Background: an optimization exercise with open tools, aiming at small area and a short achievable clock period. Do not read the settings as production practice.
Only simulation tests tie the RTL to the original design; equivalence was not proved.

==> flow/design.v (outline; a module is shown in full before it is edited, if it fits) <==
// module bbox_axis: 28 lines
// module bbox_extent: 20 lines
// module bbox_snap: 13 lines
// module bbox_cull_a: 1400 lines
// module bbox_cull_b: 163 lines
// module bbox_pipe: 486 lines
// module bbox_top: 91 lines
module bbox_top (
    input  logic               clk,
    input  logic               rst_n,
    input  logic [143:0]       tri_in,
    input  logic               tri_valid,
    input  logic [47:0]        screen,
    input  logic [3:0]         ss_code,
    input  logic               hold,
    output logic [143:0]       out_tri,
    output logic [95:0]        out_box,
    output logic               out_valid
);
  // ...
==> flow/flow/run.sh <==
#!/bin/bash
set -euo pipefail
bash standard.sh SETUP_SLACK_MARGIN=10.5 finish > make.log 2>&1
==> flow/standard.sh <==
#!/bin/bash
# synth_recipe.tcl (not shown) runs the flow's synth.tcl, then flattens the netlist and writes it again
# the make line also repeats each setting of config.mk as NAME=value (left out here)
make -C /OpenROAD-flow-scripts/flow DESIGN_CONFIG=/design/flow/config.mk WORK_HOME=/design/flow/orfs CLKGATE_MAP_FILE= SYNTH_SCRIPT=/design/flow/synth_recipe.tcl "${@:-finish}"
==> flow/config.mk <==
export PLATFORM = sky130hd
export DESIGN_NAME = bbox_top
export DESIGN_NICKNAME = bbox_top
export VERILOG_FILES = /design/flow/design.v
export SDC_FILE = /design/flow/constraint.sdc
export NUM_CORES = 4
export LEC_CHECK = 0
export ABC_AREA = 1
export CAP_MARGIN = 20
export CORE_MARGIN = 2
export CORE_UTILIZATION = 40
export SLEW_MARGIN = 40
export TNS_END_PERCENT = 100
==> flow/constraint.sdc <==
create_clock -name core_clock -period 15.0 [get_ports {clk}]
set_input_delay 3.0000 -clock core_clock [delete_from_list [all_inputs] [get_ports {clk}]]
set_output_delay 3.0000 -clock core_clock [all_outputs]
set_load 0.01 [all_outputs]
==> key figures, run 1 <==
Synth
  • Most common cell in the synthesized netlist: inv_1
  • Post-Synth XOR/XNOR Area: 9.51%
  • Main combinational cell family by area after synthesis: adder cells
  • Synth top area cells: edfxtp_1 38%, fa_1 21%, xor2_1 9.4%

Floorplan
  • Core area: between 0.1 and 0.15 mm^2
  • Rows: 141

Final layout
  • Signal buffers: approximately 770
  • Biggest regs: t1_q: 144 flops, t2_q: 144 flops, t3_q: 144 flops
  • Ant diodes: 13
  • Reg area: about 0.024 mm^2
  • ClkCell Share: between 3 and 4%
  • Final core utilization: between 50% and 60%
  • Area growth, synth to finish: 26.2%
  • Most common cell after layout, fill and taps aside: inv_1

Timing
  • Final Hold Vio Count: 0
  • Final Max Tran Viols: 0

Critical path
  • Worst path top cell family by delay: adder cells
  • Worst Reg-to-Reg Cells: 13
  • Buf/Inv on CP: 7
  • Crit. Startpoint: dy21[7]
  • Critical Path AT: ~5.1 ns

Clock network
  • CTS Buf Count: 91
  • TritonCTS clock tree: yes

Global routing
  • Met1 usage: 37.2%
  • GR met3 Demand/Resource: between 10% and 20%

Route
  • DRC: 0
  • Post-Route WL: about 240000 um

Placement
  • Port buffer count: roughly 420

Status
  • Status: no timing/DRC/antenna violations

Job
  • Number of max-cap violations: 0
==> module bbox_top, before the edit <==
module bbox_top (
    input  logic               clk,
    input  logic               rst_n,
    input  logic [143:0]       tri_in,
    input  logic               tri_valid,
    input  logic [47:0]        screen,
    input  logic [3:0]         ss_code,
    input  logic               hold,
    output logic [143:0]       out_tri,
    output logic [95:0]        out_box,
    output logic               out_valid
);
    localparam int NM = 140;
    logic [47:0]   scr_r;
    logic [2:0]    keep_r, keep_d;
    logic [143:0]  t1_q, t2_q, t3_q;
    logic          v1, v2, v3;
    logic [24:0]   dx10_d, dy21_d, dy10_d, dx21_d;
    logic [24:0]   dx10, dy21, dy10, dx21;
    logic          x2lt0_d, y2lt0_d, x2lt0, y2lt0;
    logic [5:0]    ord_d, ord2;
    logic [NM-1:0] mid_d, mid2;
    logic [95:0]   box_d, box3;
    logic          back_face;
    bbox_snap u_snap (
        .ss_code (ss_code),
        .keep    (keep_d)
    );
    bbox_pipe u_diff (
        .tri_in (tri_in),
        .dx10   (dx10_d),
        .dy21   (dy21_d),
        .dy10   (dy10_d),
        .dx21   (dx21_d),
        .x2lt0  (x2lt0_d),
        .y2lt0  (y2lt0_d)
    );
    bbox_cull_a u_cull_a (
        .dx10 (dx10),
        .dy21 (dy21),
        .dy10 (dy10),
        .dx21 (dx21),
        .m    (mid_d)
    );
    assign ord_d = {dx10[24], dx21[24], x2lt0, dy10[24], dy21[24], y2lt0};
    bbox_cull_b u_cull_b (
        .m         (mid2),
        .back_face (back_face)
    );
    bbox_extent u_extent (
        .tri_in (t2_q),
        .order  (ord2),
        .screen (scr_r),
        .keep   (keep_r),
        .box    (box_d)
    );
    always_ff @(posedge clk) begin
        scr_r  <= screen;
        keep_r <= keep_d;
    end
    always_ff @(posedge clk) begin
        if (!hold) begin
            t1_q  <= tri_in;
            dx10  <= dx10_d;
            dy21  <= dy21_d;
            dy10  <= dy10_d;
            dx21  <= dx21_d;
            x2lt0 <= x2lt0_d;
            y2lt0 <= y2lt0_d;
            t2_q  <= t1_q;
            mid2  <= mid_d;
            ord2  <= ord_d;
            t3_q  <= t2_q;
            box3  <= box_d;
        end
    end
    always_ff @(posedge clk or negedge rst_n) begin
        if (!rst_n) begin
            v1 <= 1'b0;
            v2 <= 1'b0;
            v3 <= 1'b0;
        end else if (!hold) begin
            v1 <= tri_valid;
            v2 <= v1;
            v3 <= v2 & ~back_face;
        end
    end
    assign out_tri   = t3_q;
    assign out_box   = box3;
    assign out_valid = v3;
endmodule
==> inputs of run 2 (changes only) <==
--- a/flow/design.v
+++ b/flow/design.v
@@ -2126,7 +2126,6 @@
     output logic               out_valid
 );
     localparam int NM = 140;
-    logic [47:0]   scr_r;
     logic [2:0]    keep_r, keep_d;
     logic [143:0]  t1_q, t2_q, t3_q;
     logic          v1, v2, v3;
@@ -2165,12 +2164,11 @@
     bbox_extent u_extent (
         .tri_in (t2_q),
         .order  (ord2),
-        .screen (scr_r),
+        .screen (screen),
         .keep   (keep_r),
         .box    (box_d)
     );
     always_ff @(posedge clk) begin
-        scr_r  <= screen;
         keep_r <= keep_d;
     end
     always_ff @(posedge clk) begin
==> flow/flow/run.sh (replaced) <==
#!/bin/bash
set -euo pipefail
bash standard.sh SETUP_SLACK_MARGIN=10.5 MATCH_CELL_FOOTPRINT=0 \
  "BUFFER_PORTS_ARGS=-buffer_cell sky130_fd_sc_hd__buf_2" finish > make.log 2>&1
--- a/flow/config.mk
+++ b/flow/config.mk
@@ -8,6 +8,6 @@
 export ABC_AREA = 1
 export CAP_MARGIN = 20
 export CORE_MARGIN = 2
-export CORE_UTILIZATION = 40
+export CORE_UTILIZATION = 55
 export SLEW_MARGIN = 40
 export TNS_END_PERCENT = 100
==> run 2 against run 1 <==
Net effect: still clean; hold slack worse by 0.029 ns; final cell count is 7.6% lower; routed wire length is 9.9% lower; clock skew is 0.016 ns lower; die area is 28% lower; worst setup slack better by 0.036 ns; critical path type unchanged; critical endpoint is now mid2[46].
==> key figures, run 2 <==
Status
  • Status: no timing/DRC/antenna violations (unchanged)

Clock network
  • CTS Buf Count: 83 (was 91)
  • Clk latency of the worst-skew pair: 0.74 ns (was 0.75 ns)
  • # clock sinks: 765 (was 813)
  • Max H-tree Level: 3 (unchanged)
  • TritonCTS clock tree: yes (unchanged)
  • Clk slew on worst S/H paths: 0.06 ns (about the same)
  • Worst-case clock buffer depth: 3 (unchanged)
  • Clk root buf: clkbuf_16 (unchanged)
  • Hold-fix buffers, CTS: 0 (unchanged)

Route
  • Drt pass-1 iters: 12 (was 9)
  • Total number of vias: 45300 (was 46500)
  • Routed WL per cell: 28.7 um (was 29.4 um)
  • Average vias per placed instance: 6.14 (was 5.82)
  • DRC: 0 (unchanged)
  • Initial DRC count: 6233 (was 6275)
  • Post-Route WL: 212000 um (was 235000 um)
  • Antenna Nets Post-Route: 0 (unchanged)

Placement
  • HPWL after DPL: 136000 um (was 149000 um)
  • RD Place Congestion: 1.01 (was 0.973)
  • Placed Cells incl. Taps: 6974 (was 7546)
  • Port buffer count: 424 (unchanged)

Timing
  • Layout Skew: 0.0571 ns (was 0.0729 ns)
  • Unrepaired setup endpoints after global routing: yes (unchanged)
  • Least-Margin Pin Slew: 0.905 ns (was 0.864 ns)
  • Slew HR: 39.0% (was 42.2%)
  • # setup viols final: 0 (unchanged)
  • Final worst path period share: 30.5% (was 30.7%)
  • Final Max Tran Viols: 0 (unchanged)
  • Final Hold Vio Count: 0 (unchanged)
  • Max Fclk: 219 MHz (was 217 MHz)
  • Minimum clock period: 4.57 ns (was 4.61 ns)
  • Setup TNS: 0 ns (unchanged)
  • Hold Slack: 0.381 ns (was 0.410 ns)

Floorplan
  • Core area: 0.107 mm^2 (was 0.148 mm^2)
  • Rows: 120 (was 141)
  • Initial core utilization: 55.3% (was 40.4%)
  • Top-level I/O count: 441 (unchanged)
  • Chip height: 332 um (was 391 um)
  • Die Wd: 332 um (was 391 um)
  • Die area: 0.110 mm^2 (was 0.153 mm^2)

Global routing
  • Initial antenna violation count: 9 (was 16)
  • Number of global-route vias before repair: 42800 (was 45500)
  • Grt ovf: 0 (unchanged)
  • Largest net degree at the start of global routing: 85 (unchanged)
  • GRT Total Usage: 35.6% (was 29.5%)
  • First-pass GRT wire length: 287000 um (was 324000 um)

Synth
  • Avg Cell Area, Syn: 11.0 um^2 (was 11.1 um^2)
  • Post-Syn Area: 0.0591 mm^2 (was 0.0599 mm^2)
  • Post-synthesis cell count: 5347 (was 5398)
  • Number of distinct library cells after synthesis: 56 (was 53)
  • #FFs+latches synth: 765 (was 813)
  • Top cell type by total area after synthesis: edfxtp_1 (unchanged)
  • Share of the synthesized area in the top cell type: 38.6% (was 38.1%)
  • Commonest cells in the netlist: 930 x inv_1, 759 x edfxtp_1, 637 x xor2_1, 635 x fa_1, 570 x o22ai_1 (was 942 x inv_1, 759 x edfxtp_1, 640 x xor2_1, 635 x fa_1, 581 x o22ai_1)
  • Ys flop type: edfxtp_1 (unchanged)
  • Asr flop ratio synth: 0.392% (was 0.369%)
  • Most common cell in the synthesized netlist: inv_1 (unchanged)
  • Register area share after synthesis: 38.8% (was 39.9%)
  • Synth top area cells: edfxtp_1 39%, fa_1 22%, xor2_1 9.4% (was edfxtp_1 38%, fa_1 21%, xor2_1 9.4%)
  • Yosys warnings: 2 (unchanged)
  • EDFF count, synth: 759 (unchanged)

Final layout
  • Area growth, synth to finish: 20.1% (was 26.2%)
  • Share of cells above drive strength 1: 23.0% (was 19.2%)
  • Reg area: 0.0229 mm^2 (was 0.0239 mm^2)
  • Final non-filler cell total: 7382 (was 7987)
  • Most frequent cells in the layout: 853 x inv_1, 759 x edfxtp_1, 632 x xor2_1 (was 827 x inv_1, 759 x edfxtp_1, 627 x xor2_1)
  • Biggest regs: t1_q: 144 flops, t2_q: 144 flops, t3_q: 144 flops (unchanged)
  • Fillcell total: 8225 (was 12900)
  • Most common cell after layout, fill and taps aside: inv_1 (unchanged)
  • Multi-input gate area: 0.0332 mm^2 (was 0.0340 mm^2)
  • Post-layout nets: 7004 (was 7073)

Critical path
  • Critical path required time: 15.47 ns (was 15.45 ns)
  • Top fanout value on the critical path: 12 (unchanged)
  • CP startpoint kind: flip-flop (unchanged)
  • Nature of the critical path endpoint: flip-flop (unchanged)
  • CP Class: reg -> reg (unchanged)
  • Critical Path AT: 5.04 ns (was 5.06 ns)
  • Reg2reg setup slack: 10.43 ns (was 10.39 ns)

Hold path
  • Hold Path Class: reg -> reg (unchanged)

Job
  • Number of max-cap violations: 0 (unchanged)
[run 2: cell types whose count changed in the layout (fill, tap and decap cells not counted), moves of 48 or more]
cell,before,now
buf_2,17,412
dlygate4sd2_1,238,0
clkdlybuf4s50_1,74,0
dfxtp_1,51,3
[run 2: through the flow]
step	worst slack [ns]	utilization, %	area [um^2]
floorplan	0.312	-	59900
global placement	8.94	59.0	63000
detailed placement	9.24	59.1	63100
CTS	10.46	63.3	67600
global route	10.39	66.5	71000
finish	10.43	66.5	71000
[run 2: worst paths after layout]
path                       startpoint   endpoint  cells after the start
max in group asynchronous       rst_n         v1                      1
min reg2reg                 t1_q[121]  t2_q[121]                      0
min in group asynchronous       rst_n         v3                      1
max                          dy21[11]   mid2[46]                     15
max reg2reg                  dy21[11]   mid2[46]                     15
min                         t1_q[121]  t2_q[121]                      0
[run 2: final cells by class]
cell class | instances | share of cell area, %
Clock buffer | 96 | 3.01
Tap cell | 1403 | 2.47
Antenna cell | 5 | 0.0176
Inverter | 953 | 5.42
Multi-Input combinational cell | 3339 | 46.8
Timing Repair inverter | 2 | 0.0176
Timing Repair Buffer | 762 | 9.00
Clock inverter | 57 | 0.948
Sequential cell | 765 | 32.3
[run 2: what timing repair did]
| item | 4_1_cts | 5_1_grt |
|---|---|---|
| pin swaps | 23 | 118 |
| endpoints found under the setup margin | 596 | 101 |
| gates resized for setup | 290 | 345 |
| cloned | 20 | 41 |
| buffers inserted | 38 | 151 |
| hold endpoints to repair | 0 | 0 |
[run 2: critical path: stages, from the launching register on]
cell	delay [ns]
edfxtp_1	0.44
buf_12	0.20
inv_8	0.15
nand2_1	0.13
o21ai_4	0.14
buf_12	0.19
o22ai_1	0.11
xor2_1	0.22
fa_1	0.60
inv_1	0.08
fa_1	0.52
inv_1	0.07
fa_1	0.45
fa_1	0.49
inv_1	0.06
fa_1	0.46
[run 2: layer usage]
| layer | vias up | global-route usage, % | routed length (um) |
|---|---|---|---|
| met4 | 30 | 13.3 | 13200 |
| met5 | - | 0.261 | 464 |
| met1 | 22100 | 48.2 | 77700 |
| li1 | 18900 | - | - |
| met3 | 958 | 13.5 | 32000 |
| met2 | 3406 | 52.4 | 88400 |
[run 2: logic make-up (layout without fill, tap and decap cells)]
family                     count (synthesis)  count (layout)  share of synthesized area [%]
buffers and inverters                   1269            1870                           8.71
AOI/OAI and AO/OA                        907             907                           9.53
adders and majority gates                898             898                           27.1
and+or+nand+nor                          857             868                           6.20
DFF                                      765             765                           38.8
xor gates and xnor gates                 650             650                           9.67
other                                      1              21                        0.00635

==> static timing again, ports no longer ideal <==
The flow's constraints put no driver on any port. The routed layouts listed below were extracted and timed again, unchanged, in two steps.
Step 1 (the two cells are an assumption about what drives the block):
set clk [get_ports {clk}]
set_driving_cell -lib_cell sky130_fd_sc_hd__clkbuf_16 $clk
set_driving_cell -lib_cell sky130_fd_sc_hd__buf_2 [delete_from_list [all_inputs] $clk]
Step 2 times the ports against the registers' clock, not the clock port: input delays grow and output delays shrink by t, the midpoint of the rising clock arrivals with the driver on.
a / b / c = no drivers / after step 1 / after step 2; a / b = the first two.
| run | shift t [ns] | setup slack, ns | slew at the worst register clock pin (ns) | worst data-port slew with drivers (ns) |
|---|---|---|---|---|
| run 1 | 0.803 | 10.391 / 10.391 / 9.715 | 0.07 / 0.07 | 0.12 |
| run 2 | 0.781 | 10.428 / 10.428 / 9.734 | 0.08 / 0.08 | 0.08 |
After both steps every run listed still meets setup and hold. For run 2, which loses most, drivers alone change the setup slack by 0.000 ns; drivers and shift together by -0.694 ns.
